Source: an optimization exercise on an open RTL-to-GDS flow (aim: a short achievable clock period and few clock cycles per item). Production flows keep margins and buffers that such runs may drop. Function was checked by simulation only, so behaviour that the tests miss may differ from the original. No driver is modelled on the clock port, so clock power and skew are understated where the tree is cut down; a real chip needs a root buffer or a tree. Power is estimated from default activity; no workload was simulated.

## run 4
==> flow/design.v (excerpt) <==
module comp_mult_top
#(
    parameter logic [15:0] APB_BASE = '0   
) (
    input  logic  clk,
    input  logic  rst_n,
    input  cmul_types_pkg::addr_t paddr,
    input  logic  pwrite,
    input  cmul_types_pkg::reg_t  pwdata,
    input  logic  psel,
    output logic  pready,
    output cmul_types_pkg::reg_t  prdata,
    output logic  pslverr,
    output logic  mem_ce,
    output logic  mem_we,
    output cmul_types_pkg::addr_t mem_addr,
    output cmul_types_pkg::elem_t mem_wr_data,
    input  cmul_types_pkg::elem_t mem_rd_data
);
Size in the first run: roughly 88 I/O pins, ~41000 um^2 of cells after synthesis.
clock: 6.5 ns
lec_check: 0
abc_clock_period_in_ps: 1500
cap_margin: 20
core_margin: 2
core_utilization: 40
setup_slack_margin: 4.6
slew_margin: 20
standard.sh (not shown) runs the stock make flow with config.mk's settings and CLKGATE_MAP_FILE= SYNTH_SCRIPT=/design/flow/synth_recipe.tcl, a recipe that flattens the netlist after the stock synthesis.
==> flow/flow/run.sh <==
#!/bin/bash
# Standard ORFS layout (the standard.sh), except that the clock tree is
# built by flow/mycts.tcl (a two-level buffer tree: 4 root buffers fed by the
# clock port, leaf buffers each driving a cluster of about 16 flip-flops) in
# place of TritonCTS. Everything else, synthesis included, is the standard flow.
set -euo pipefail
export MCTS_CLOCK_NET=clk
export MCTS_BUF=sky130_fd_sc_hd__clkbuf_16
export MCTS_ROOT_BUF=sky130_fd_sc_hd__clkbuf_16
export MCTS_SINKS_PER_LEAF=16
export MCTS_ROOTS=4
bash standard.sh finish PRE_CTS_TCL="$PWD/flow/mycts.tcl" > standard_flow.log 2>&1
Other scripts of this flow, unchanged in this note and not shown: flow/flow/mycts.tcl
Testbench counts of run 4, summed over its fixed seeds: cycles 21,041, items 2,070.
The following lists how run 5 was set up differently from run 4:
==> flow/flow/run.sh <==
#!/bin/bash
# Standard ORFS layout (the standard.sh), except that:
#  - the clock tree is built by flow/mycts.tcl (a two-level buffer tree: 4 root
#    buffers fed by the clock port, leaf buffers each driving a cluster of
#    about 16 flip-flops) in place of TritonCTS;
#  - flow/io.tcl keeps the register-port pins on the left edge and the memory
#    port pins on the right edge (ORFS IO_CONSTRAINTS).
# Everything else, synthesis included, is the standard flow.
set -euo pipefail
export MCTS_CLOCK_NET=clk
export MCTS_BUF=sky130_fd_sc_hd__clkbuf_16
export MCTS_ROOT_BUF=sky130_fd_sc_hd__clkbuf_16
export MCTS_SINKS_PER_LEAF=16
export MCTS_ROOTS=4
bash standard.sh finish PRE_CTS_TCL="$PWD/flow/mycts.tcl" IO_CONSTRAINTS="$PWD/flow/io.tcl" > standard_flow.log 2>&1
==> flow/flow/io.tcl (new file) <==
# APB-side ports together on the left edge, memory-side ports on the right
set apb {psel pwrite pready pslverr}
set mem {mem_ce mem_we}
for {set i 0} {$i < 16} {incr i} {
  lappend apb "paddr\[$i\]" "pwdata\[$i\]" "prdata\[$i\]"
  lappend mem "mem_addr\[$i\]"
}
for {set i 0} {$i < 8} {incr i} {
  lappend mem "mem_wr_data\[$i\]" "mem_rd_data\[$i\]"
}
set_io_pin_constraint -region left:* -pin_names $apb
set_io_pin_constraint -region right:* -pin_names $mem
-- flow/config.mk --
<<< run 4, line 12
export SETUP_SLACK_MARGIN = 4.6
>>> run 5, line 12
export SETUP_SLACK_MARGIN = 4.8
[summary]
- Final cell area excluding filler cells of run 5 exceeds that of run 4 by a few percent.
- Summary of run 5 over run 4: die height ~0 delta; detailed route wirelength on metal3 rose 82%; post-CTS repair timing setup buffer count shows an increase of 60%; simple logic cell fraction of the synthesized area held steady.
- In the reports for run 4 and run 5, the smaller first-pass GRT wire length belongs to run 4.
- [compare] base=run 4 new=run 5: count of placed standard cells in the final layout, fillers left out went up by 102; share of cell area taken by multi-input logic gates grew by 2.4 points; total number of cells along the worst setup path -6.
In every run of this note, the design's own scripts or RTL, not TritonCTS, make the clock network.

Another version of the RTL of comp_mult_top (not shown whole).
Size: ~3600 cells after synthesis, ~1100 flip-flops, roughly 88 I/O pins, about 42000 um^2 of cells after synthesis.
// comp_mult_top
module comp_mult_top
#(
    parameter logic [15:0] APB_BASE = '0   
) (
    input  logic  clk,
    input  logic  rst_n,
    input  cmul_types_pkg::addr_t paddr,
    input  logic  pwrite,
    input  cmul_types_pkg::reg_t  pwdata,
    input  logic  psel,
    output logic  pready,
    output cmul_types_pkg::reg_t  prdata,
    output logic  pslverr,
    output logic  mem_ce,
    output logic  mem_we,
    output cmul_types_pkg::addr_t mem_addr,
    output cmul_types_pkg::elem_t mem_wr_data,
    input  cmul_types_pkg::elem_t mem_rd_data
);
export LEC_CHECK = 0
export ABC_CLOCK_PERIOD_IN_PS = 1800
export CAP_MARGIN = 20
export CORE_MARGIN = 2
export CORE_UTILIZATION = 40
export SETUP_SLACK_MARGIN = 4.0
export SLEW_MARGIN = 20
create_clock -name core_clock -period 6.5 [get_ports {clk}]
==> flow/flow/run.sh <==
#!/bin/bash
# Standard ORFS layout (the standard.sh), except that the clock tree is
# built by flow/mycts.tcl (a two-level buffer tree: 4 root buffers fed by the
# clock port, leaf buffers each driving a cluster of about 20 flip-flops) in
# place of TritonCTS. Everything else, synthesis included, is the standard flow.
set -euo pipefail
export MCTS_CLOCK_NET=clk
export MCTS_BUF=sky130_fd_sc_hd__clkbuf_16
export MCTS_ROOT_BUF=sky130_fd_sc_hd__clkbuf_16
export MCTS_SINKS_PER_LEAF=20
export MCTS_ROOTS=4
bash standard.sh finish PRE_CTS_TCL="$PWD/flow/mycts.tcl" > standard_flow.log 2>&1
Other scripts of this flow, unchanged in this note and not shown: flow/flow/mycts.tcl
The starting point finished with timing, DRC and antenna clean.
Testbench counts at the start, summed over its fixed seeds: cycles 21,041, items 2,070.
==> next run, changes <==
Settings changed: ABC_CLOCK_PERIOD_IN_PS 1800 to 1500, SETUP_SLACK_MARGIN 4.0 to 4.4.
Final area increases by 2.4%.
Register-to-register slack barely changes.
Critical path depth increases by 3.
Clock power is about the same.
Global-route usage increases by 0.53 points.
Routed wire length increases by 4.0%.
Via count increases by 1.8%.
Worst setup slack gains 76 ps.
In every run of this note, the design's own scripts or RTL, not TritonCTS, make the clock network.

Another version of the RTL of comp_mult_top (not shown whole).
For scale: ~3500 cells after synthesis, ~88 I/O pins.
Settings: LEC_CHECK=0, ABC_CLOCK_PERIOD_IN_PS=1000, CAP_MARGIN=20, CORE_MARGIN=2, CORE_UTILIZATION=40, SETUP_SLACK_MARGIN=4.6, SLEW_MARGIN=20; clock period 6.5 ns.
Scripts as last shown in full above: flow/flow/run.sh
Other scripts of this flow, unchanged in this note and not shown: flow/flow/mycts.tcl
Testbench counts at the start, summed over its fixed seeds: cycles 21,041, items 2,070.
Change:
ABC_CLOCK_PERIOD_IN_PS = 1500   (was 1000)
SETUP_SLACK_MARGIN = 4.4   (was 4.6)
Synthesized area is unchanged.
Combinational power went down by about 3%.
Worst setup slack got worse by 40 ps.
Synthesized cell count does not change.
In every run of this note, the design's own scripts or RTL, not TritonCTS, make the clock network.

## the previous run
comp_mult_top, a different RTL version from the one above (not shown whole).
Size in the first run: roughly 1000 flip-flops.
export LEC_CHECK = 0
export ABC_CLOCK_PERIOD_IN_PS = 1500
export CAP_MARGIN = 20
export CORE_MARGIN = 2
export CORE_UTILIZATION = 40
export SETUP_SLACK_MARGIN = 4.8
export SLEW_MARGIN = 20
create_clock -name core_clock -period 6.5 [get_ports {clk}]
==> flow/flow/mycts.tcl <==
# Two-level clock tree built by hand, used in place of TritonCTS: the clock
# port drives a few root buffers, each root drives a group of leaf buffers,
# each leaf buffer drives a cluster of nearby flip-flops (k-means on the
# flip-flop positions). Every flip-flop sees the same two buffer stages.
# Sourced by ORFS cts.tcl as PRE_CTS_TCL; it replaces clock_tree_synthesis.

proc mcts_kmeans {pts k iters} {
  # pts: list of {x y}; returns list of cluster index per point and centers
  set n [llength $pts]
  set xs [lsort -real [lmap p $pts {lindex $p 0}]]
  set ys [lsort -real [lmap p $pts {lindex $p 1}]]
  # initial centers: points spread by sorted order along a serpentine
  set order [lsort -real -index 0 [lmap p $pts {list [expr {[lindex $p 0] + 0.0}] [lindex $p 1]}]]
  set centers {}
  for {set i 0} {$i < $k} {incr i} {
    set idx [expr {int(($i + 0.5) * $n / $k)}]
    lappend centers [lindex $order $idx]
  }
  set assign {}
  for {set it 0} {$it < $iters} {incr it} {
    set assign {}
    foreach p $pts {
      set best 0; set bd 1e30; set ci 0
      foreach c $centers {
        set dx [expr {[lindex $p 0] - [lindex $c 0]}]
        set dy [expr {[lindex $p 1] - [lindex $c 1]}]
        set d [expr {$dx*$dx + $dy*$dy}]
        if {$d < $bd} { set bd $d; set best $ci }
        incr ci
      }
      lappend assign $best
    }
    set sx [lrepeat $k 0.0]; set sy [lrepeat $k 0.0]; set cnt [lrepeat $k 0]
    foreach p $pts a $assign {
      lset sx $a [expr {[lindex $sx $a] + [lindex $p 0]}]
      lset sy $a [expr {[lindex $sy $a] + [lindex $p 1]}]
      lset cnt $a [expr {[lindex $cnt $a] + 1}]
    }
    set nc {}
    for {set i 0} {$i < $k} {incr i} {
      if {[lindex $cnt $i] > 0} {
        lappend nc [list [expr {[lindex $sx $i] / [lindex $cnt $i]}] [expr {[lindex $sy $i] / [lindex $cnt $i]}]]
      } else {
        lappend nc [lindex $centers $i]
      }
    }
    set centers $nc
  }
  return [list $assign $centers]
}

# balanced split: cap each cluster size by moving the farthest members out
proc mcts_balance {pts assign centers cap} {
  set k [llength $centers]
  for {set pass 0} {$pass < 20} {incr pass} {
    set cnt [lrepeat $k 0]
    foreach a $assign { lset cnt $a [expr {[lindex $cnt $a] + 1}] }
    set over 0
    for {set c 0} {$c < $k} {incr c} { if {[lindex $cnt $c] > $cap} { set over 1 } }
    if {!$over} { break }
    set i 0
    foreach p $pts a $assign {
      if {[lindex $cnt $a] > $cap} {
        # move to nearest cluster with room
        set best -1; set bd 1e30
        for {set c 0} {$c < $k} {incr c} {
          if {$c == $a || [lindex $cnt $c] >= $cap} continue
          set cc [lindex $centers $c]
          set dx [expr {[lindex $p 0] - [lindex $cc 0]}]
          set dy [expr {[lindex $p 1] - [lindex $cc 1]}]
          set d [expr {$dx*$dx + $dy*$dy}]
          if {$d < $bd} { set bd $d; set best $c }
        }
        set ca [lindex $centers $a]
        set dx [expr {[lindex $p 0] - [lindex $ca 0]}]
        set dy [expr {[lindex $p 1] - [lindex $ca 1]}]
        if {$best >= 0 && $bd < 4.0 * ($dx*$dx + $dy*$dy) + 1e8} {
          lset assign $i $best
          lset cnt $a [expr {[lindex $cnt $a] - 1}]
          lset cnt $best [expr {[lindex $cnt $best] + 1}]
        }
      }
      incr i
    }
  }
  return $assign
}

proc mcts_build {} {
  set db [ord::get_db]
  set block [ord::get_db_block]
  set clk [$block findNet $::env(MCTS_CLOCK_NET)]
  set buf [$db findMaster $::env(MCTS_BUF)]
  set rootbuf [$db findMaster $::env(MCTS_ROOT_BUF)]
  set sink_cap $::env(MCTS_SINKS_PER_LEAF)
  set nroots $::env(MCTS_ROOTS)

  set sinks {}
  set pts {}
  foreach it [$clk getITerms] {
    set inst [$it getInst]
    set bb [$inst getBBox]
    lappend sinks $it
    lappend pts [list [expr {([$bb xMin] + [$bb xMax]) / 2.0}] [expr {([$bb yMin] + [$bb yMax]) / 2.0}]]
  }
  set n [llength $sinks]
  set k [expr {int(ceil(double($n) / $sink_cap))}]
  puts "MCTS: $n sinks, $k leaf buffers, $nroots root buffers"
  lassign [mcts_kmeans $pts $k 25] assign centers
  set assign [mcts_balance $pts $assign $centers [expr {$sink_cap + 2}]]
  # recompute centers
  set sx [lrepeat $k 0.0]; set sy [lrepeat $k 0.0]; set cnt [lrepeat $k 0]
  foreach p $pts a $assign {
    lset sx $a [expr {[lindex $sx $a] + [lindex $p 0]}]
    lset sy $a [expr {[lindex $sy $a] + [lindex $p 1]}]
    lset cnt $a [expr {[lindex $cnt $a] + 1}]
  }
  set leafpts {}
  for {set i 0} {$i < $k} {incr i} {
    if {[lindex $cnt $i] == 0} { lappend leafpts {} ; continue }
    lappend leafpts [list [expr {[lindex $sx $i] / [lindex $cnt $i]}] [expr {[lindex $sy $i] / [lindex $cnt $i]}]]
  }
  # leaf buffers and nets
  set leafbufs {}
  for {set i 0} {$i < $k} {incr i} {
    if {[lindex $cnt $i] == 0} { lappend leafbufs {}; continue }
    set b [odb::dbInst_create $block $buf "mcts_leaf_$i"]
    set p [lindex $leafpts $i]
    $b setLocation [expr {int([lindex $p 0])}] [expr {int([lindex $p 1])}]
    $b setPlacementStatus PLACED
    set nn [odb::dbNet_create $block "mcts_leaf_net_$i"]
    $nn setSigType CLOCK
    [$b findITerm X] connect $nn
    lappend leafbufs $b
  }
  foreach it $sinks a $assign {
    $it disconnect
    $it connect [$block findNet "mcts_leaf_net_$a"]
  }
  # roots: cluster the leaf buffers
  set lpts {}; set lids {}
  for {set i 0} {$i < $k} {incr i} {
    if {[lindex $cnt $i] == 0} continue
    lappend lpts [lindex $leafpts $i]; lappend lids $i
  }
  lassign [mcts_kmeans $lpts $nroots 25] rassign rcenters
  for {set r 0} {$r < $nroots} {incr r} {
    set b [odb::dbInst_create $block $rootbuf "mcts_root_$r"]
    set p [lindex $rcenters $r]
    $b setLocation [expr {int([lindex $p 0])}] [expr {int([lindex $p 1])}]
    $b setPlacementStatus PLACED
    set nn [odb::dbNet_create $block "mcts_root_net_$r"]
    $nn setSigType CLOCK
    [$b findITerm X] connect $nn
    [$b findITerm A] connect $clk
  }
  foreach i $lids r $rassign {
    [[lindex $leafbufs $i] findITerm A] connect [$block findNet "mcts_root_net_$r"]
  }
  global_connect
  puts "MCTS: done"
}

# output ports: the port buffer and the register feeding it get a drive
# strength suited to the long wire between them (same cell types)
proc mcts_size_outputs {} {
  set ::mcts_moved 0
  set block [ord::get_db_block]
  foreach bt [$block getBTerms] {
    if {[$bt getIoType] != "OUTPUT"} continue
    set net [$bt getNet]
    if {$net == "NULL" || $net == ""} continue
    foreach it [$net getITerms] {
      if {![$it isOutputSignal]} continue
      set inst [$it getInst]
      set m [[$inst getMaster] getName]
      if {![regexp {^sky130_fd_sc_hd__(clk|dly|clkdly)?buf[0-9a-z]*_[0-9]+$} $m]} continue
      if {$m != "sky130_fd_sc_hd__buf_6"} {
        replace_cell [$inst getName] sky130_fd_sc_hd__buf_6
      }
      set a [$inst findITerm A]
      set n2 [$a getNet]
      if {$n2 == "NULL" || $n2 == ""} continue
      foreach it2 [$n2 getITerms] {
        if {![$it2 isOutputSignal]} continue
        set f [$it2 getInst]
        set fm [[$f getMaster] getName]
        if {![regexp {^(sky130_fd_sc_hd__(dfxtp|dfrtp))_[0-9]+$} $fm -> base]} continue
        if {[regexp {_1$} $fm]} {
          replace_cell [$f getName] ${base}_2
        }
        # the register goes next to its port buffer (legalized afterwards),
        # so the register output does not drive a long wire
        lassign [$inst getLocation] bx by
        $f setLocation $bx $by
        incr ::mcts_moved
      }
    }
  }
  puts "MCTS: output drivers sized, $::mcts_moved registers moved to their port buffers"
}

rename clock_tree_synthesis mcts_orig_clock_tree_synthesis
proc clock_tree_synthesis {args} {
  mcts_size_outputs
  mcts_build
}
Scripts as last shown in full above: flow/flow/run.sh
Looking at the reports, the previous run completed the entire flow and the layout it produced met the timing, DRC and antenna checks.
Testbench counts of the previous run, summed over its fixed seeds: cycles 21,041, items 2,070.
The inputs of the current run differ from those of the previous run as listed below.
- a change of CORE_UTILIZATION from 40 to 45
- a change of SETUP_SLACK_MARGIN from 4.8 to 5.0
-- flow/flow/run.sh --
<<< the previous run, line 4
# clock port, leaf buffers each driving a cluster of about 20 flip-flops) in
>>> the current run, line 4
# clock port, leaf buffers each driving a cluster of about 18 flip-flops) in
<<< the previous run, line 10
export MCTS_SINKS_PER_LEAF=20
>>> the current run, line 10
export MCTS_SINKS_PER_LEAF=18
--- outcome ---
Changes observed in the current run relative to the previous run: final cell count saw little to no change; first-pass GRT wire length saw an increase; total stage count of the critical path saw an increase; clock-pin slew on the worst setup and hold paths saw little to no change; highest achievable clock rate saw an increase. Post-layout minimum cycle time: the previous run and the current run compared, higher one is the previous run. Overall global routing resource usage came out higher on the current run than on the previous run. Of the previous run and the current run, the previous run shows the lower combinational logic power, with the current run above it. Final cell area: the current run above the previous run. Max fraction of power spent switching nets across the previous run and the current run: the current run. Between the current run and the previous run, it is the current run whose smallest setup slack after layout is higher, by 55 ps.
In every run of this note, the design's own scripts or RTL, not TritonCTS, make the clock network.

## afterwards: timing with drivers on the ports
How much do the figures lean on ideal ports? The routed layouts below were timed once more, with nothing changed but the port constraints.
Step 1 sets driving cells, clkbuf_16 on the clock port and buf_2 on the other inputs (assumed; they add their load-dependent delay and slew).
Step 2 moves the port delays by t, midway between the first and last clock arrival at a register: inputs arrive t later, outputs are due t later. That takes back most of the time a late clock gives input paths.
a / b / c = ideal ports / drivers / drivers and shift; a / b = the first two.
run	t (ns)	slack for setup (ns)	latest minus earliest clock arrival (ns)
run 4	0.612	3.876 / 3.972 / 3.360	0.124 / 0.124
run 5	0.633	4.088 / 3.938 / 3.856	0.127 / 0.127
the first run of note 2	0.587	3.953 / 3.814 / 3.842	0.066 / 0.066
the second run of note 2	0.595	4.029 / 4.029 / 3.810	0.113 / 0.113
the first run of note 3	0.586	4.066 / 4.057 / 3.990	0.112 / 0.112
the second run of note 3	0.572	4.026 / 4.026 / 3.917	0.122 / 0.122
the previous run	0.590	4.113 / 3.965 / 3.941	0.226 / 0.226
the current run	0.610	4.168 / 4.033 / 3.886	0.086 / 0.086
After both steps setup and hold are still met in every run listed. The setup slack of run 4, which loses most, moves by +0.096 ns with the drivers and by -0.516 ns with both steps.
